Context: an optimization exercise on an open-source flow, tuned for small area. The choices shown serve that exercise and are no tape-out recipe.
In this exercise RTL edits were held to simulation tests only and were not proved equivalent to the original.
Power is estimated from default activity; no workload was simulated.

<file path="flow/config.mk">
export PLATFORM = sky130hd
export DESIGN_NAME = reg_bank_mp
export DESIGN_NICKNAME = reg_bank_mp
export VERILOG_FILES = /design/flow/design.v
export SDC_FILE = /design/flow/constraint.sdc
export NUM_CORES = 4
export LEC_CHECK = 0
export CAP_MARGIN = 20
export CORE_MARGIN = 2
export CORE_UTILIZATION = 40
export SLEW_MARGIN = 20
export SYNTH_HIERARCHICAL = 1
export SYNTH_MINIMUM_KEEP_SIZE = 0
</file>
<file path="flow/constraint.sdc">
create_clock -name core_clock -period 5.0 [get_ports {clk}]
set_input_delay 1.0000 -clock core_clock [delete_from_list [all_inputs] [get_ports {clk}]]
set_output_delay 1.0000 -clock core_clock [all_outputs]
set_load 0.01 [all_outputs]
</file>
<file path="flow/design.v">
module reg_bank_mp #(
  parameter int WL       = 32,
  parameter int AL       = 5,
  parameter int NRD      = 2,
  parameter int ZERO_REG = 1
) (
  input  logic              clk,
  input  logic              rst_n,
  input  logic              wr_en,
  input  logic [AL-1:0]     w_addr,
  input  logic [WL-1:0]     w_data,
  input  logic              rsv_en,
  input  logic [AL-1:0]     rsv_addr,
  input  logic [NRD-1:0]    rd_en,
  input  logic [NRD*AL-1:0] r_addr,
  output logic [NRD*WL-1:0] r_data,
  output logic [NRD-1:0]    r_valid,
  output logic [NRD-1:0]    r_pending
);
  localparam int DEPTH = 1 << AL;
  localparam int E0    = (ZERO_REG != 0) ? 1 : 0;   
  localparam int NE    = DEPTH - E0;                 
  localparam int NS    = NE + 2;                     
  localparam int NG    = (NS + 2) / 3;               
  logic [NE*WL-1:0] mem_reg;    
  logic [NE*WL-1:0] mem_nxt;
  logic [NE-1:0]    vld_reg;    
  logic [NE-1:0]    pend_reg;
  logic [NE-1:0]    we;         
  logic [NE-1:0]    wn;         
  logic [NE-1:0]    rs;         
  logic             wr_ok;
  assign wr_ok = wr_en && !((ZERO_REG != 0) && (w_addr == '0));
  always_comb begin
    for (int k = 0; k < NE; k++) begin
      we[k] = wr_en  && (w_addr   == AL'(k + E0));
      wn[k] = !we[k];
      rs[k] = rsv_en && (rsv_addr == AL'(k + E0));
    end
  end
  for (genvar k = 0; k < NE; k++) begin : g_wmux
    reg_bank_mp_wmux #(.W(WL)) u_wmux (
      .we (we[k]),
      .wn (wn[k]),
      .d  (w_data),
      .q  (mem_reg[k*WL +: WL]),
      .y  (mem_nxt[k*WL +: WL])
    );
  end
  always_ff @(posedge clk) begin
    mem_reg <= mem_nxt;
  end
  always_ff @(posedge clk or negedge rst_n) begin
    if (!rst_n) begin
      vld_reg  <= '0;
      pend_reg <= '0;
    end else begin
      vld_reg  <= vld_reg | we;
      pend_reg <= rs | (pend_reg & ~we);
    end
  end
  for (genvar gi = 0; gi < NRD; gi++) begin : g_port
    logic [AL-1:0]    addr;
    logic [NE-1:0]    hit;
    logic             byp;
    logic [NG*3-1:0]  sel;       
    logic [NG*3*WL-1:0] din;
    logic [NG*WL-1:0] grp_n;     
    logic [WL-1:0]    data_next;
    logic             pend_next;
    logic [WL-1:0]    data_reg;
    logic             pend_out_reg;
    logic             valid_reg;
    assign addr = r_addr[gi*AL +: AL];
    always_comb begin
      for (int k = 0; k < NE; k++) begin
        hit[k] = (addr == AL'(k + E0));
      end
      byp = wr_ok && (w_addr == addr);
      sel = '0;
      sel[NE-1:0] = {NE{rd_en[gi] && !byp}} & hit & vld_reg;
      sel[NE]     = rd_en[gi] && byp;
      sel[NE+1]   = !rd_en[gi];
      din = '0;
      din[NE*WL-1:0]          = mem_reg;
      din[NE*WL +: WL]        = w_data;
      din[(NE+1)*WL +: WL]    = data_reg;
      pend_next = rd_en[gi] ? (|(hit & rs) | (!byp && |(hit & pend_reg))) : pend_out_reg;
    end
    for (genvar g = 0; g < NG; g++) begin : g_grp
      reg_bank_mp_aoi3 #(.W(WL)) u_aoi (
        .s  (sel[g*3 +: 3]),
        .d  (din[g*3*WL +: 3*WL]),
        .yn (grp_n[g*WL +: WL])
      );
    end
    reg_bank_mp_nandn #(.N(NG), .W(WL)) u_or (
      .a (grp_n),
      .y (data_next)
    );
    always_ff @(posedge clk or negedge rst_n) begin
      if (!rst_n) begin
        data_reg     <= '0;
        pend_out_reg <= 1'b0;
        valid_reg    <= 1'b0;
      end else begin
        valid_reg    <= rd_en[gi];
        data_reg     <= data_next;
        pend_out_reg <= pend_next;
      end
    end
    assign r_data[gi*WL +: WL] = data_reg;
    assign r_pending[gi]       = pend_out_reg;
    assign r_valid[gi]         = valid_reg;
  end
endmodule
module reg_bank_mp_wmux #(
  parameter int W = 1
) (
  input  logic         we,
  input  logic         wn,
  input  logic [W-1:0] d,
  input  logic [W-1:0] q,
  output logic [W-1:0] y
);
  assign y = (d & {W{we}}) | (q & {W{wn}});
endmodule
module reg_bank_mp_aoi3 #(
  parameter int W = 1
) (
  input  logic [2:0]     s,
  input  logic [3*W-1:0] d,
  output logic [W-1:0]   yn
);
  assign yn = ~((d[0 +: W] & {W{s[0]}}) | (d[W +: W] & {W{s[1]}}) | (d[2*W +: W] & {W{s[2]}}));
endmodule
module reg_bank_mp_nandn #(
  parameter int N = 1,
  parameter int W = 1
) (
  input  logic [N*W-1:0] a,
  output logic [W-1:0]   y
);
  always_comb begin
    y = '1;
    for (int i = 0; i < N; i++) begin
      y = y & a[i*W +: W];
    end
    y = ~y;
  end
endmodule
</file>
<file path="flow/run.sh">
#!/bin/bash
# synth_recipe.tcl (not shown) runs the flow's synth.tcl, then flattens the netlist and writes it again
# the make line also repeats each setting of config.mk as NAME=value (left out here)
make -C /OpenROAD-flow-scripts/flow DESIGN_CONFIG=/design/flow/config.mk WORK_HOME=/design/flow/orfs CLKGATE_MAP_FILE= SYNTH_SCRIPT=/design/flow/synth_recipe.tcl finish
</file>
==> flow_summary.yaml, run 1 <==
status:
  outcome: "complete, no violations"
place:
  dp_slack_ns: 0.0368
  port_buffers: 125
  gp_congestion: 0.973
  dp_hpwl_um: 130000
power:
  peakVddDrop_mv: 0.360
  leakage_nw: 21.6
  p_per_area_mw_per_mm2: 460
cts:
  numClockSinks: 1122
  cts_tree: "built"
  clk_pin_slew_worst_paths_ns: 0.06
  htreeDepth: 3
  clock_tree.root_cell: "clkbuf_16"
  cts_setup_buffers: 0
  cts-resized-gates: 0
  cts_buffers: 113
  holdBufCountCts: 0
  clockBufferDepth: 3
  clock_latency_ns: 0.72
sta:
  hold_viol: 0
  fin_skew_ns: 0.0213
  slew_headroom: 0.143
  drv_slew: 0
  finalSetupViolations: 0
  setup_slack_ns: 0.597
  worstMarginPinSlew_ns: 1.29
  period_minus_slack_ns: 4.40
  fin_setup_tns_ns: 0
  rsz0062_at_grt: "no"
  finalCritPeriodShare: 0.881
  fmax_ghz: 0.227
yosys:
  ys_ff_latch: 1122
  yosysMostFrequentCell: "dfxtp_1"
  yosysWarnings: 8
  netlist_top_cells_area: "dfxtp_1 (42%), a22o_1 (17%), a222oi_1 (15%)"
  ys_types: 68
  synth_seq_area_share: 0.486
  avgSynthCellArea_sq_um: 11.9
  yosysTopAreaCell: "dfxtp_1"
  yosys-top-cells-count: "dfxtp_1 (992), a22o_1 (934), a222oi_1 (704), buf_6 (319), nand4_1 (132)"
  netlist_area_sq_mm: 0.0476
  synth_top_area_frac: 0.417
  synth-edff-count: 0
  syn-instance-count: 3987
  ys_async_sr_fraction: 0.116
  ys.flop_type: "dfxtp_1"
  synth_fp_nets: 4045
global_route:
  first_global_vias: 40900
  grt_pass1_wl_um: 305000
  grt_antenna_before_repair: 6
  grt_max_degree: 74
  grtUsageTotal: 0.342
  grt_overflow: 0
setup_path:
  max_stage_delay_ns: 0.68
  worstSetupPathType: "input pin to register"
  critical_path_required_ns: 5.59
  cp-end-kind: "register"
  startpoint_type: "input pin"
  cpMaxStageDelayCell: "a222oi_1"
  critPathMaxFanout: 32
  cpMostUsedCell: "or4_4"
  cp_cell_sequence: "clkdlybuf4s50_1 > or4_4 > o21ai_2 > or4_4 > nand2_4 > nor2_4 > and3_2 > a222oi_1 > nand4_1 > or3_1"
  worstPathArrival_ns: 4.99
detailed_routing:
  routed_wl_um: 218000
  viasPerCell: 7.73
  via_count: 43400
  first_pass_iters: 14
  ant_nets: 0
  wl_per_cell_um: 38.8
  drt_iter0_markers: 10300
  post-route-drc-count: 0
floorplan:
  rows: 126
  die_w_um: 349
  die_height_um: 349
  coreArea_sq_mm: 0.118
  start_util: 0.403
  ioPinCount: 126
  dieArea_sq_mm: 0.122
layout:
  fillers: 10900
  layout-drive-gt1-share: 0.146
  multi_input_area_sq_mm: 0.0201
  layout.nets: 4039
  syn_to_final_growth_pct: 10.2
  seq_area_sq_mm: 0.0231
  largest_register_ffs: 992
hold_path:
  hp-class: "input pin to async pin"
flow_run:
  max-cap-violations: 0
final timing paths:
| kind | end | slack (ns) | startpoint | cells past startpoint |
|---|---|---|---|---|
| setup / recovery | g_port[0].data_reg[5]$_DFF_PN0_ | 0.60 | w_addr[3] | 10 |
| min in group core_clock | vld_reg[6]$_DFF_PN0_ | 0.48 | vld_reg[6]$_DFF_PN0_ | 1 |
| hold / removal | g_port[0].valid_reg$_DFF_PN0_ | 0.33 | rst_n | 1 |
| setup reg to reg | g_port[1].data_reg[5]$_DFF_PN0_ | 2.32 | vld_reg[3]$_DFF_PN0_ | 4 |
| max in group asynchronous | g_port[0].data_reg[18]$_DFF_PN0_ | 3.74 | rst_n | 2 |
| hold reg to reg | vld_reg[6]$_DFF_PN0_ | 0.48 | vld_reg[6]$_DFF_PN0_ | 1 |
layout by cell type (no fill, tap or decap), types with 5 or more instances in the layout:
| cell | n |
|---|---|
| o22ai_1 | 11 |
| nand2_1 | 38 |
| nand2b_1 | 33 |
| dfrtp_1 | 130 |
| o21ai_0 | 34 |
| nand4_1 | 132 |
| clkdlybuf4s50_1 | 124 |
| or3_1 | 66 |
| a221oi_1 | 10 |
| clkinv_2 | 24 |
| buf_4 | 194 |
| a22oi_1 | 8 |
| inv_1 | 33 |
| a31oi_1 | 6 |
| and3_1 | 8 |
| nor3b_1 | 6 |
| buf_12 | 19 |
| clkbuf_1 | 22 |
| a222oi_1 | 704 |
| nand3_1 | 72 |
| diode_2 | 5 |
| bufinv_16 | 14 |
| a22o_2 | 62 |
| clkbuf_8 | 25 |
| nor4_1 | 7 |
| a21oi_1 | 5 |
| a22o_1 | 934 |
| nand2_2 | 31 |
| nor3_1 | 9 |
| and3_2 | 60 |
| and3b_1 | 5 |
| clkbuf_16 | 118 |
| dfxtp_1 | 992 |
| nand3b_1 | 5 |
| or2_2 | 7 |
| xnor2_1 | 11 |
| nor2_1 | 24 |
final cells by class:
type	instances	area share
inverters	40	0.00286
well taps	1536	0.0367
clock buffers	165	0.0645
diodes	5	0.000239
multi-input cells	2365	0.384
flip-flops and latches	1122	0.441
repair buffers	339	0.0595
clock inverters	45	0.0116
cells by family (layout without fill, tap and decap cells):
logic type,count (synthesis),after routing,synth area share
AOI/OAI and AO/OA,1803,1803,0.348
xor gates and xnor gates,14,14,0.00258
buffers and inverters,500,589,0.0948
DFF,1122,1122,0.486
muxes,7,7,0.00160
other,0,5,0
and+or+nand+nor,541,541,0.0674
per-stage QoR:
step                std cells  power [W]  area [sq um]   util  hold WS [ns]
finish                   5617     0.0241         52400  0.444         0.326
floorplan                3987     0.0137         47600      -         0.440
global placement         5401     0.0149         48400  0.410         0.463
global route             5613     0.0248         52400  0.444         0.407
CTS                      5611     0.0240         52400  0.444         0.379
detailed placement       5401     0.0149         48400  0.410         0.462
power breakdown:
part,switching [W],total (W),internal [W],leakage [nW]
Clock,0.00376,0.00915,0.00539,1.98
Combinational,0.00112,0.00263,0.00150,9.71
Sequential,0.00156,0.0123,0.0108,9.90
Total,0.00644,0.0241,0.0177,21.6
critical path: cells and delay by family:
family                 cells  cell delay, ns
AOI/OAI and AO/OA          2            0.76
buffers and inverters      1            0.66
and+or+nand+nor            7            2.53
metal layers:
| layer | vias to the layer above | wire length (um) | track usage |
|---|---|---|---|
| met4 | 6 | 14500 | 0.202 |
| met1 | 21300 | 80300 | 0.436 |
| met3 | 870 | 34200 | 0.136 |
| met5 | - | 113 | 0 |
| met2 | 4069 | 88500 | 0.485 |
| li1 | 17200 | - | - |
==> run 2, diff against run 1 <==
--- a/flow/config.mk
+++ b/flow/config.mk
@@ -9,4 +9,7 @@
 export CORE_MARGIN = 2
 export CORE_UTILIZATION = 40
+export CTS_BUF_LIST = sky130_fd_sc_hd__clkbuf_16
+export CTS_CLUSTER_DIAMETER = 80
+export CTS_CLUSTER_SIZE = 24
 export SLEW_MARGIN = 20
 export SYNTH_HIERARCHICAL = 1
==> flow_summary.yaml, run 2 <==
status:
  outcome: "complete, no violations"
global_route:
  grt_pass1_wl_um: 303000
  grt_overflow: 0
  first_global_vias: 40200
  grt_max_degree: 74
  grtUsageTotal: 0.339
  grt_antenna_before_repair: 5
cts:
  clk_pin_slew_worst_paths_ns: 0.10
  holdBufCountCts: 0
  clock_tree.root_cell: "clkbuf_16"
  cts_buffers: 57
  cts-resized-gates: 0
  numClockSinks: 1122
  clockBufferDepth: 3
  clock_latency_ns: 0.72
  cts_setup_buffers: 0
  cts_tree: "built"
  htreeDepth: 2
setup_path:
  cpMaxStageDelayCell: "a222oi_1"
  worstPathArrival_ns: 4.94
  cp-end-kind: "register"
  startpoint_type: "input pin"
  max_stage_delay_ns: 0.68
  critPathMaxFanout: 32
  reg2reg_slack_ns: 2.39
  worst-r2r-cell-count: 5
  worstReg2RegEnd: "g_port[0].data_reg[28]$_DFF_PN0_"
  cp_top_family: "simple AND/OR/NAND/NOR gates"
  critical_path_required_ns: 5.61
  cpMostUsedCell: "or4_4"
  cp_cell_sequence: "clkdlybuf4s50_1 > or4_4 > o21ai_2 > or4_4 > nand2_4 > nor2_4 > and3_2 > a222oi_1 > nand4_1 > or3_1"
  r2r-start: "vld_reg[13]$_DFF_PN0_"
  worstSetupPathType: "input pin to register"
  critPathBufInv: 1
power:
  peakVddDrop_mv: 0.330
  p_per_area_mw_per_mm2: 406
  leakage_nw: 20.5
yosys:
  synth-edff-count: 0
  syn-instance-count: 3987
  ys_ff_latch: 1122
  ys_async_sr_fraction: 0.116
  yosysWarnings: 8
  ys.flop_type: "dfxtp_1"
  ys_types: 68
  yosysTopAreaCell: "dfxtp_1"
  synth_top_area_frac: 0.417
  synth_seq_area_share: 0.486
  yosysMostFrequentCell: "dfxtp_1"
  synth_fp_nets: 4045
  avgSynthCellArea_sq_um: 11.9
  netlist_area_sq_mm: 0.0476
  yosys-top-cells-count: "dfxtp_1 (992), a22o_1 (934), a222oi_1 (704), buf_6 (319), nand4_1 (132)"
  netlist_top_cells_area: "dfxtp_1 (42%), a22o_1 (17%), a222oi_1 (15%)"
detailed_routing:
  drt_iter0_markers: 10500
  wl_per_cell_um: 39.3
  first_pass_iters: 15
  viasPerCell: 7.84
  post-route-drc-count: 0
  via_count: 43200
  ant_nets: 0
  routed_wl_um: 216000
hold_path:
  hp-class: "input pin to async pin"
sta:
  fin_skew_ns: 0.0440
  period_minus_slack_ns: 4.34
  hold_viol: 0
  fin_setup_tns_ns: 0
  worstMarginPinSlew_ns: 1.27
  finalSetupViolations: 0
  drv_slew: 0
  rsz0062_at_grt: "no"
  fmax_ghz: 0.231
  slew_headroom: 0.151
  finalCritPeriodShare: 0.867
  setup_slack_ns: 0.664
place:
  port_buffers: 125
  gp_congestion: 0.973
  dp_slack_ns: 0.0368
  dp_hpwl_um: 130000
layout:
  final_cell_mix: "dfxtp_1 (992), a22o_1 (934), a222oi_1 (704)"
  layout-drive-gt1-share: 0.121
  layout.nets: 3983
  syn_to_final_growth_pct: 5.50
  largest_register_ffs: 992
  layout_commonest_cell: "dfxtp_1"
floorplan:
  dieArea_sq_mm: 0.122
  start_util: 0.403
  coreArea_sq_mm: 0.118
  rows: 126
  die_w_um: 349
  ioPinCount: 126
  die_height_um: 349
flow_run:
  max-cap-violations: 0
-- run 2: cell count changes in the layout (fill, tap and decap cells not counted), moves of 2 or more --
cell	change
clkbuf_16	-58
clkbuf_8	-25
inv_1	+24
clkinv_2	-23
clkbuf_1	-22
bufinv_16	-14
clkinv_1	+2
clkinv_8	+2
inv_16	+2
-- run 2: layer usage --
layer	up-vias	part of all wire	global-route usage
li1	17000	-	-
met1	21300	0.37	0.434
met2	4036	0.41	0.486
met3	801	0.15	0.134
met4	2	0.064	0.189
met5	-	0.000088	0.00200
-- run 2: cells by family after synthesis --
group,count (synthesis),share of synthesized area
AO/OA/AOI/OAI,1803,0.348
flip-flops,1122,0.486
AND/OR/NAND/NOR,541,0.0674
buffers and inverters,500,0.0948
XOR/XNOR,14,0.00258
multiplexers,7,0.00160
-- run 2: power by group --
group / internal (W) / leakage, nW / switching (W)
logic: 0.00150 / 9.71 / 0.00112
clock network: 0.00223 / 0.941 / 0.00322
registers: 0.0107 / 9.90 / 0.00155
total: 0.0145 / 20.5 / 0.00590
-- run 2: worst max-delay path by stage --
stage | end | start | cells past startpoint
finish | g_port[0].data_reg[5]$_DFF_PN0_ | w_addr[3] | 10
global route | g_port[0].data_reg[12]$_DFF_PN0_ | w_addr[3] | 10
CTS | g_port[0].data_reg[12]$_DFF_PN0_ | w_addr[3] | 10
detailed placement | g_port[0].data_reg[12]$_DFF_PN0_ | w_addr[3] | 10
global placement | g_port[0].data_reg[29]$_DFF_PN0_ | w_addr[3] | 10
floorplan | g_port[0].data_reg[30]$_DFF_PN0_ | w_addr[2] | 11
-- run 2: area by class of cell --
type | instances | area, sq um
Fill cell | 11100 | 67900
Sequential cell | 1122 | 23100
Multi-Input combinational cell | 2365 | 20100
Timing Repair Buffer | 339 | 3120
Tap cell | 1536 | 1920
Clock buffer | 60 | 1500
Clock inverter | 38 | 253
Inverter | 40 | 150
Antenna cell | 5 | 12.5
-- run 2: per-stage QoR --
stage | util | instance area [sq um] | total power (W) | hold WS (ns) | cells
6_report | 0.425 | 50200 | 0.0204 | 0.332 | 5505
5_1_grt | 0.425 | 50200 | 0.0211 | 0.365 | 5500
4_1_cts | 0.425 | 50100 | 0.0203 | 0.374 | 5499
3_5_place_dp | 0.410 | 48400 | 0.0149 | 0.462 | 5401
3_3_place_gp | 0.410 | 48400 | 0.0149 | 0.463 | 5401
2_1_floorplan | - | 47600 | 0.0137 | 0.440 | 3987
==> run 3, diff against run 2 <==
--- a/flow/design.v
+++ b/flow/design.v
@@ -79,5 +79,5 @@
       byp = wr_ok && (w_addr == addr);
       sel = '0;
-      sel[NE-1:0] = {NE{rd_en[gi] && !byp}} & hit & vld_reg;
+      sel[NE-1:0] = {NE{rd_en[gi]}} & hit & vld_reg & wn;
       sel[NE]     = rd_en[gi] && byp;
       sel[NE+1]   = !rd_en[gi];
--- a/flow/config.mk
+++ b/flow/config.mk
@@ -7,4 +7,5 @@
 export LEC_CHECK = 0
 export CAP_MARGIN = 20
+export CELL_PAD_IN_SITES_DETAIL_PLACEMENT = 1
 export CORE_MARGIN = 2
 export CORE_UTILIZATION = 40
@@ -12,4 +13,5 @@
 export CTS_CLUSTER_DIAMETER = 80
 export CTS_CLUSTER_SIZE = 24
+export PLACE_DENSITY = 0.5
 export SLEW_MARGIN = 20
 export SYNTH_HIERARCHICAL = 1
==> flow_summary.yaml, run 3 <==
sta:
  hold_viol: 0
  rsz0062_at_grt: "no"
  fmax_ghz: 0.226
  finalSetupViolations: 0
  whs_ns: 0.252
  fin_skew_ns: 0.0300
  fin_setup_tns_ns: 0
  period_minus_slack_ns: 4.43
  finalCritPeriodShare: 0.887
  drv_slew: 0
  slew_headroom: 0.243
  worstMarginPinSlew_ns: 1.13
yosys:
  ys_types: 63
  ys.flop_type: "dfxtp_1"
  synth-edff-count: 0
  yosysWarnings: 8
  netlist_top_cells_area: "dfxtp_1 (42%), a22o_1 (17%), a222oi_1 (15%)"
  synth_seq_area_share: 0.487
  syn-instance-count: 4012
  ys_async_sr_fraction: 0.116
  synth_fp_nets: 4070
  avgSynthCellArea_sq_um: 11.8
  ys_ff_latch: 1122
  yosys-top-cells-count: "dfxtp_1 (992), a22o_1 (930), a222oi_1 (704), buf_6 (320), nand4_1 (132)"
  yosysTopAreaCell: "dfxtp_1"
  netlist_area_sq_mm: 0.0475
  yosysMostFrequentCell: "dfxtp_1"
  synth_top_area_frac: 0.418
setup_path:
  cpMaxStageDelayCell: "clkdlybuf4s50_1"
  cp_cell_sequence: "clkdlybuf4s50_1 > or2_2 > nor2_1 > nand3_2 > nand2_1 > nor3_2 > buf_4 > a222oi_1 > nand4_1 > or3_1"
  cp_top_family: "simple AND/OR/NAND/NOR gates"
  critPathMaxFanout: 32
  reg2reg_slack_ns: 2.26
  critical_path_required_ns: 5.62
  worstSetupPathType: "input pin to register"
  startpoint_type: "input pin"
  worstPathArrival_ns: 5.05
  cp-end-kind: "register"
  max_stage_delay_ns: 0.74
  critPathBufInv: 2
layout:
  syn_to_final_growth_pct: 6.55
  layout-drive-gt1-share: 0.123
  fin_area_sq_mm: 0.0506
  largest_register_ffs: 992
  layout.nets: 4027
  layout_commonest_cell: "dfxtp_1"
  utilization: 0.429
  final_cell_mix: "dfxtp_1 (992), a22o_1 (930), a222oi_1 (704)"
  fillers: 12500
  seq_area_sq_mm: 0.0231
  multi_input_area_sq_mm: 0.0203
hold_path:
  hp-class: "input pin to async pin"
detailed_routing:
  first_pass_iters: 14
  wl_per_cell_um: 42.1
  top_layer: "met5"
  wl_met1_um: 93100
  drt_iter0_markers: 8767
  post-route-drc-count: 0
  viasPerCell: 7.77
  ant_nets: 0
  dr_wl_met3_um: 26400
  met2_length_um: 99200
  via_count: 43200
  routed_wl_um: 234000
cts:
  cts_buffers: 60
  cts-resized-gates: 0
  clockBufferDepth: 3
  clk_pin_slew_worst_paths_ns: 0.11
  cts_setup_buffers: 0
  htreeDepth: 2
  clock_latency_ns: 0.74
  numClockSinks: 1122
  clock_tree.root_cell: "clkbuf_16"
  holdBufCountCts: 0
  cts_tree: "built"
floorplan:
  start_util: 0.403
  dieArea_sq_mm: 0.122
  coreArea_sq_mm: 0.118
  rows: 126
  die_w_um: 349
  die_height_um: 349
  ioPinCount: 126
power:
  p_seq_frac: 0.589
  clkPwrFrac: 0.277
  p_per_area_mw_per_mm2: 415
  combPwrFrac: 0.134
  peakVddDrop_mv: 0.324
  internal_power_w: 0.0147
  power.switching_w: 0.00636
  leakage_nw: 20.5
  switching_share: 0.303
global_route:
  grt_antenna_before_repair: 18
  grt_overflow: 0
  first_global_vias: 41100
  grt_max_degree: 81
  grt_pass1_wl_um: 326000
  grtUsageTotal: 0.371
place:
  placed_area_sq_mm: 0.0487
  dp_hpwl_um: 143000
  port_buffers: 125
  gp_congestion: 0.924
flow_run:
  max-cap-violations: 0
status:
  outcome: "complete, no violations"
## run 3: cell count changes after synthesis, moves of 8 or more
cell     previous run  this run
and3_1             70         0
nor3_1              9        67
nand2_1            69        94
nor2_1             25        36
nand3_1            72        80
nor2b_1             2        10
o22ai_1            11        19
## run 3: kinds of logic after synthesis
| family | share of synthesized area |
|---|---|
| AO/OA/AOI/OAI | 0.346 |
| flip-flops | 0.487 |
| AND/OR/NAND/NOR | 0.0665 |
| buffers and inverters | 0.0955 |
| XOR/XNOR | 0.00221 |
| multiplexers | 0.00285 |
## run 3: worst paths after layout
kind	start	end	depth (start not counted)
max	w_addr[2]	g_port[0].data_reg[24]$_DFF_PN0_	10
min	rst_n	g_port[1].data_reg[21]$_DFF_PN0_	1
max reg2reg	vld_reg[19]$_DFF_PN0_	g_port[0].data_reg[24]$_DFF_PN0_	6
min reg2reg	vld_reg[18]$_DFF_PN0_	vld_reg[18]$_DFF_PN0_	1
max in group asynchronous	rst_n	g_port[0].valid_reg$_DFF_PN0_	2
min in group core_clock	vld_reg[18]$_DFF_PN0_	vld_reg[18]$_DFF_PN0_	1
## run 3: area by class of cell
type	count	area share
sequential	1122	0.457
multi-input combinational	2387	0.401
timing repair buffer	353	0.0629
tap	1536	0.0380
clock buffer	62	0.0307
clock inverter	45	0.00700
inverter	45	0.00334
antenna	14	0.000692
## run 3: routing by layer
| metal | GRT usage | up-vias |
|---|---|---|
| li1 | - | 17100 |
| met1 | 0.494 | 22100 |
| met2 | 0.542 | 3247 |
| met3 | 0.0907 | 690 |
| met4 | 0.221 | 8 |
| met5 | 0.00160 | - |
## run 3: power by group through the flow
stage | Sequential [W] | Combinational, W | Clock [W]
final | 0.0124 | 0.00281 | 0.00583
after global routing | 0.0125 | 0.00301 | 0.00617
after CTS | 0.0123 | 0.00277 | 0.00584
after detailed placement | 0.0125 | 0.00276 | 0
after global placement | 0.0125 | 0.00266 | 0
after floorplan | 0.0119 | 0.00185 | 0
## run 3: per-stage QoR
step / total power [W] / cells / worst slack (ns)
6_report: 0.0210 / 5564 / 0.566
5_1_grt: 0.0217 / 5558 / 0.694
4_1_cts: 0.0209 / 5550 / 0.732
3_5_place_dp: 0.0152 / 5443 / -0.0564
3_3_place_gp: 0.0151 / 5442 / -0.00694
2_1_floorplan: 0.0138 / 4012 / 1.76
==> run 4, diff against run 3 <==
==> flow/flow/run.sh (new file) <==
#!/bin/bash
# The standard layout (standard.sh), with three changes that only affect
# buffering: the clock tree uses no dummy loads and clusters sinks under
# clkbuf_8 leaf buffers, and the port buffers are the smallest buffer cell.
# Each step's full output goes to its own log in this folder.
set -e
export CTS_ARGS="-sink_clustering_enable -repair_clock_nets -dont_use_dummy_load -buf_list sky130_fd_sc_hd__clkbuf_8 -sink_clustering_size 15 -sink_clustering_max_diameter 60"
export BUFFER_PORTS_ARGS="-buffer_cell sky130_fd_sc_hd__buf_1"
bash standard.sh synth > synth.log 2>&1
bash standard.sh finish > finish.log 2>&1
==> flow/standard.sh (new file) <==
#!/bin/bash
# synth_recipe.tcl (not shown) runs the flow's synth.tcl, then flattens the netlist and writes it again
# the make line also repeats each setting of config.mk as NAME=value (left out here)
make -C /OpenROAD-flow-scripts/flow DESIGN_CONFIG=/design/flow/config.mk WORK_HOME=/design/flow/orfs CLKGATE_MAP_FILE= SYNTH_SCRIPT=/design/flow/synth_recipe.tcl "${@:-finish}"
--- a/flow/config.mk
+++ b/flow/config.mk
@@ -10,7 +10,4 @@
 export CORE_MARGIN = 2
 export CORE_UTILIZATION = 40
-export CTS_BUF_LIST = sky130_fd_sc_hd__clkbuf_16
-export CTS_CLUSTER_DIAMETER = 80
-export CTS_CLUSTER_SIZE = 24
 export PLACE_DENSITY = 0.5
 export SLEW_MARGIN = 20
removed: flow/run.sh
==> flow_summary.yaml, run 4 <==
detailed_routing:
  post-route-drc-count: 0
  via_count: 43400
  first_pass_iters: 13
  ant_nets: 0
  drt_iter0_markers: 9079
  routed_wl_um: 233000
  wl_per_cell_um: 41.9
  viasPerCell: 7.81
flow_run:
  max-cap-violations: 0
cts:
  clockBufferDepth: 3
  clock_tree.root_cell: "clkbuf_8"
  holdBufCountCts: 0
  clock_latency_ns: 0.83
  numClockSinks: 1122
  clk_pin_slew_worst_paths_ns: 0.10
  cts-resized-gates: 0
  htreeDepth: 3
  cts_setup_buffers: 0
  cts_buffers: 110
  cts_tree: "built"
global_route:
  grt_max_degree: 53
  grt_antenna_before_repair: 18
  grtUsageTotal: 0.368
  first_global_vias: 41600
  grt_overflow: 0
  grt_pass1_wl_um: 324000
power:
  combPwrFrac: 0.130
  switching_share: 0.302
  internal_power_w: 0.0140
  leakage_nw: 19.9
  p_per_area_mw_per_mm2: 407
  peakVddDrop_mv: 0.198
  power.switching_w: 0.00609
  p_seq_frac: 0.614
  clkPwrFrac: 0.256
  total_power_w: 0.0201
floorplan:
  start_util: 0.403
  coreArea_sq_mm: 0.118
  ioPinCount: 126
  die_height_um: 349
  rows: 126
  dieArea_sq_mm: 0.122
  die_w_um: 349
yosys:
  synth_seq_area_share: 0.487
  yosysWarnings: 8
  synth-edff-count: 0
  yosysTopAreaCell: "dfxtp_1"
  yosysMostFrequentCell: "dfxtp_1"
  ys_async_sr_fraction: 0.116
  synth_fp_nets: 4070
  netlist_area_sq_mm: 0.0475
  ys.flop_type: "dfxtp_1"
  netlist_top_cells_area: "dfxtp_1 (42%), a22o_1 (17%), a222oi_1 (15%)"
  ys_types: 63
  ys_ff_latch: 1122
  yosys-top-cells-count: "dfxtp_1 (992), a22o_1 (930), a222oi_1 (704), buf_6 (320), nand4_1 (132)"
  syn-instance-count: 4012
  avgSynthCellArea_sq_um: 11.8
  synth_top_area_frac: 0.418
layout:
  fillers: 12600
  final_cell_mix: "dfxtp_1 (992), a22o_1 (930), a222oi_1 (704)"
  largest_register_ffs: 992
  layout_commonest_cell: "dfxtp_1"
  syn_to_final_growth_pct: 4.06
  layout.nets: 4067
  multi_input_area_sq_mm: 0.0203
  seq_area_sq_mm: 0.0231
  layout-drive-gt1-share: 0.136
setup_path:
  cp-end-kind: "register"
  worstPathArrival_ns: 4.28
  critPathMaxFanout: 21
  critical_path_required_ns: 5.72
  startpoint_type: "input pin"
  worstSetupPathType: "input pin to register"
place:
  port_buffers: 125
  gp_congestion: 0.919
  dp_hpwl_um: 141000
sta:
  slew_headroom: 0.153
  fin_setup_tns_ns: 0
  fmax_ghz: 0.280
  finalSetupViolations: 0
  fin_skew_ns: 0.0907
  finalCritPeriodShare: 0.713
  hold_viol: 0
  rsz0062_at_grt: "no"
  drv_slew: 0
  worstMarginPinSlew_ns: 1.26
  period_minus_slack_ns: 3.57
hold_path:
  hp-class: "input pin to async pin"
status:
  outcome: "complete, no violations"
run 4: cell types whose count changed in the layout (fill, tap and decap cells not counted), moves of 11 or more:
| cell | before | now |
|---|---|---|
| buf_4 | 209 | 198 |
| inv_1 | 54 | 26 |
| clkbuf_16 | 62 | 0 |
| clkbuf_8 | 0 | 110 |
| buf_1 | 0 | 93 |
| clkdlybuf4s50_1 | 121 | 0 |
| clkbuf_2 | 0 | 31 |
run 4: path summary, 6_finish.rpt:
path	startpoint	end	slack [ns]	depth (start not counted)
worst min-delay path	rst_n	g_port[1].data_reg[25]$_DFF_PN0_	0.32	1
worst max register to register	vld_reg[1]$_DFF_PN0_	g_port[1].data_reg[25]$_DFF_PN0_	2.37	7
min in group core_clock	vld_reg[18]$_DFF_PN0_	vld_reg[18]$_DFF_PN0_	0.47	1
max in group asynchronous	rst_n	pend_reg[14]$_DFF_PN0_	3.37	2
worst max-delay path	w_addr[1]	g_port[1].data_reg[24]$_DFF_PN0_	1.43	11
worst min register to register	vld_reg[18]$_DFF_PN0_	vld_reg[18]$_DFF_PN0_	0.47	1
run 4: logic make-up (layout without fill, tap and decap cells):
kind of cell,count (synthesis),after routing,share of synthesized area
AOI/OAI and AO/OA,1791,1791,0.346
xor gates and xnor gates,12,12,0.00221
buffers and inverters,503,498,0.0955
DFF,1122,1122,0.487
muxes,12,12,0.00285
other,0,11,0
and+or+nand+nor,572,572,0.0665
run 4: critical path, cell delays in order:
cell      delay [ns]
buf_1           0.30
or2_2           0.42
nor2_1          0.30
nand2_2         0.11
nand2_1         0.13
nor3_2          0.05
buf_4           0.31
buf_4           0.28
a222oi_1        0.32
nand4_1         0.51
or3_1           0.53
run 4: cell type report:
| class | instances | area share |
|---|---|---|
| sequential | 1122 | 0.468 |
| timing repair buffer | 343 | 0.0488 |
| inverter | 45 | 0.00342 |
| antenna | 11 | 0.000557 |
| clock buffer | 110 | 0.0306 |
| tap | 1536 | 0.0389 |
| multi-input combinational | 2387 | 0.410 |
run 4: power groups by stage:
stage          clock [W]  combinational, W  sequential [W]
6_report         0.00515           0.00261          0.0124
3_5_place_dp           0           0.00258          0.0124
3_3_place_gp           0           0.00248          0.0124
2_1_floorplan          0           0.00185          0.0119
4_1_cts          0.00520           0.00258          0.0123
5_1_grt          0.00551           0.00282          0.0126
run 4: per-layer routing:
| layer | vias to the layer above | track usage | wire, um | share of wire |
|---|---|---|---|---|
| met5 | - | 0 | 63 | 0.00027 |
| met4 | 10 | 0.214 | 15100 | 0.065 |
| met3 | 635 | 0.0959 | 29000 | 0.12 |
| met2 | 3466 | 0.518 | 94800 | 0.41 |
| met1 | 22100 | 0.504 | 93600 | 0.40 |
| li1 | 17100 | - | - | - |
run 4: metrics by stage:
| step | hold WS (ns) | cells | util | instance area [sq um] | worst slack (ns) |
|---|---|---|---|---|---|
| 2_1_floorplan | 0.435 | 4012 | - | 47500 | 1.76 |
| 3_3_place_gp | 0.449 | 5433 | 0.406 | 47900 | 0.743 |
| 3_5_place_dp | 0.452 | 5433 | 0.406 | 47900 | 0.726 |
| 4_1_cts | 0.363 | 5543 | 0.419 | 49400 | 1.56 |
| 5_1_grt | 0.319 | 5550 | 0.419 | 49400 | 1.39 |
| 6_report | 0.315 | 5554 | 0.419 | 49400 | 1.43 |
==> run 5, diff against run 4 <==
--- a/flow/config.mk
+++ b/flow/config.mk
@@ -6,10 +6,10 @@
 export NUM_CORES = 4
 export LEC_CHECK = 0
-export CAP_MARGIN = 20
+export CAP_MARGIN = 10
 export CELL_PAD_IN_SITES_DETAIL_PLACEMENT = 1
 export CORE_MARGIN = 2
-export CORE_UTILIZATION = 40
-export PLACE_DENSITY = 0.5
-export SLEW_MARGIN = 20
+export CORE_UTILIZATION = 50
+export PLACE_DENSITY = 0.6
+export SLEW_MARGIN = 10
 export SYNTH_HIERARCHICAL = 1
 export SYNTH_MINIMUM_KEEP_SIZE = 0
==> flow_summary.yaml, run 5 <==
sta:
  slew_headroom: 0.258
  hold_viol: 0
  drv_slew: 0
  finalCritPeriodShare: 0.831
  fin_setup_tns_ns: 0
  period_minus_slack_ns: 4.15
  finalSetupViolations: 0
  fmax_ghz: 0.241
  rsz0062_at_grt: "no"
  worstMarginPinSlew_ns: 1.11
  fin_skew_ns: 0.0797
flow_run:
  max-cap-violations: 0
floorplan:
  die_w_um: 312
  ioPinCount: 126
  rows: 113
  die_height_um: 312
  dieArea_sq_mm: 0.0975
  coreArea_sq_mm: 0.0946
  start_util: 0.502
power:
  leakage_nw: 19.7
  p_per_area_mw_per_mm2: 409
  power.switching_w: 0.00596
  total_power_w: 0.0198
  switching_share: 0.300
  combPwrFrac: 0.131
  p_seq_frac: 0.623
  clkPwrFrac: 0.247
  internal_power_w: 0.0139
  peakVddDrop_mv: 0.230
place:
  dp_hpwl_um: 127000
  placed_area_sq_mm: 0.0472
  gp_congestion: 0.933
  port_buffers: 125
yosys:
  ys_ff_latch: 1122
  yosysTopAreaCell: "dfxtp_1"
  syn-instance-count: 4012
  synth-edff-count: 0
  netlist_area_sq_mm: 0.0475
  yosys-top-cells-count: "dfxtp_1 (992), a22o_1 (930), a222oi_1 (704), buf_6 (320), nand4_1 (132)"
  ys_types: 63
  synth_fp_nets: 4070
  synth_top_area_frac: 0.418
  ys_async_sr_fraction: 0.116
  yosysMostFrequentCell: "dfxtp_1"
  netlist_top_cells_area: "dfxtp_1 (42%), a22o_1 (17%), a222oi_1 (15%)"
  yosysWarnings: 8
  synth_seq_area_share: 0.487
  avgSynthCellArea_sq_um: 11.8
  ys.flop_type: "dfxtp_1"
layout:
  utilization: 0.513
  layout-drive-gt1-share: 0.125
  fillers: 9909
  final_cell_mix: "dfxtp_1 (992), a22o_1 (930), a222oi_1 (704)"
  layout.nets: 4022
  layout_commonest_cell: "dfxtp_1"
  largest_register_ffs: 992
  fin_area_sq_mm: 0.0486
  syn_to_final_growth_pct: 2.26
setup_path:
  max_stage_delay_ns: 0.59
  startpoint_type: "input pin"
  critPathMaxFanout: 20
  cp_cell_sequence: "buf_1 > nor2b_1 > nor2b_1 > nand2_2 > nand2_1 > nor3_2 > buf_4 > a222oi_1 > nand4_1 > or3_1"
  cp_top_family: "simple AND/OR/NAND/NOR gates"
  cpMaxStageDelayCell: "nor2b_1"
  cp-end-kind: "register"
  worstSetupPathType: "input pin to register"
  cpMostUsedCell: "nor2b_1"
  worstPathArrival_ns: 4.78
  critPathBufInv: 2
  critical_path_required_ns: 5.63
detailed_routing:
  ant_nets: 0
  top_layer: "met5"
  wl_met1_um: 79800
  first_pass_iters: 13
  via_count: 43500
  met2_length_um: 90000
  dr_wl_met3_um: 30600
  post-route-drc-count: 0
  drt_iter0_markers: 9762
  viasPerCell: 8.32
  wl_per_cell_um: 41.6
  routed_wl_um: 218000
global_route:
  grt_max_degree: 93
  first_global_vias: 43100
  grtUsageTotal: 0.430
  grt_pass1_wl_um: 310000
  grt_antenna_before_repair: 17
  grt_overflow: 0
cts:
  cts_setup_buffers: 0
  cts_buffers: 101
  clockBufferDepth: 3
  cts_tree: "built"
  clock_tree.root_cell: "clkbuf_8"
  clk_pin_slew_worst_paths_ns: 0.11
  cts-resized-gates: 0
  clock_latency_ns: 0.82
  holdBufCountCts: 0
  numClockSinks: 1122
  htreeDepth: 3
hold_path:
  hp-class: "input pin to async pin"
status:
  outcome: "complete, no violations"
[run 5: cell types whose count changed in the layout (fill, tap and decap cells not counted), sizes merged]
| cell | previous run | this run |
|---|---|---|
| buf | 312 | 275 |
| diode | 11 | 7 |
| inv | 35 | 36 |
| clkinv | 10 | 9 |
| clkbuf | 141 | 133 |
[run 5: layer usage]
metal,vias up,track usage
met1,21900,0.551
met4,14,0.291
li1,17000,-
met3,816,0.134
met2,3828,0.617
met5,-,0.00870
[run 5: cells by family (layout without fill, tap and decap cells)]
kind of cell | Yosys count | in the layout | synth area share
compound gates | 1791 | 1791 | 0.346
mux | 12 | 12 | 0.00285
xor+xnor | 12 | 12 | 0.00221
flops | 1122 | 1122 | 0.487
other cells | 0 | 7 | 0
simple gates | 572 | 572 | 0.0665
buf+inv | 503 | 453 | 0.0955
[run 5: power by group through the flow]
stage / registers, W / logic, W / clock network [W]
detailed placement: 0.0124 / 0.00254 / 0
global placement: 0.0124 / 0.00241 / 0
global route: 0.0125 / 0.00279 / 0.00523
finish: 0.0124 / 0.00259 / 0.00490
CTS: 0.0123 / 0.00254 / 0.00489
floorplan: 0.0119 / 0.00185 / 0
[run 5: stage by stage]
stage	hold slack, ns	worst slack [ns]	std cells
6_report	0.290	0.847	5234
3_5_place_dp	0.452	0.358	5126
2_1_floorplan	0.435	1.76	4012
5_1_grt	0.320	0.805	5232
4_1_cts	0.267	1.13	5227
3_3_place_gp	0.449	0.460	5126
[run 5: worst paths after layout]
| kind | start | endpoint | slack (ns) | depth (start not counted) |
|---|---|---|---|---|
| worst max-delay path | w_addr[2] | g_port[0].data_reg[25]$_DFF_PN0_ | 0.85 | 10 |
| max in group asynchronous | rst_n | pend_reg[7]$_DFF_PN0_ | 3.55 | 2 |
| worst max register to register | vld_reg[16]$_DFF_PN0_ | g_port[0].data_reg[25]$_DFF_PN0_ | 2.23 | 7 |
| worst min register to register | vld_reg[20]$_DFF_PN0_ | vld_reg[20]$_DFF_PN0_ | 0.47 | 1 |
| worst min-delay path | rst_n | g_port[0].data_reg[26]$_DFF_PN0_ | 0.29 | 1 |
| min in group core_clock | vld_reg[20]$_DFF_PN0_ | vld_reg[20]$_DFF_PN0_ | 0.47 | 1 |
[run 5: layout make-up]
class,count,area (sq um),share of cell area
Sequential cell,1122,23100,0.476
Multi-Input combinational cell,2387,20300,0.417
Antenna cell,7,17.5,0.000361
Clock buffer,101,1390,0.0286
Tap cell,1265,1580,0.0326
Timing Repair Buffer,307,2030,0.0418
Inverter,45,169,0.00348

re-timing with driven ports:
The results above use ideal ports. As a check the final layouts listed here were re-extracted and re-timed, cells and wires unchanged.
Step 1, drivers: a clkbuf_16 drives clk and a buf_2 each remaining input, both assumed.
Step 2 moves the port delays by t, midway between the first and last clock arrival at a register: inputs arrive t later, outputs are due t later. That takes back most of the time a late clock gives input paths.
Slacks: ideal / step 1 / step 2; pairs: ideal / step 1.
run | t (ns) | setup WS [ns] | worst setup path after step 2 | pins driven straight from the clock port
run 1 | 0.790 | 0.597 / 0.655 / -0.135 | input to register | 1
run 2 | 0.782 | 0.664 / 0.716 / -0.066 | input to register | 1
run 3 | 0.807 | 0.566 / 0.618 / -0.189 | input to register | 1
run 4 | 0.872 | 1.435 / 1.430 / 0.558 | input to register | 1
run 5 | 0.850 | 0.847 / 0.894 / 0.045 | input to register | 1
Met with ideal ports but missed after step 2: setup timing in run 1, run 2 and run 3. For run 4, which loses most, drivers alone change the setup slack by -0.005 ns; drivers and shift together by -0.877 ns.
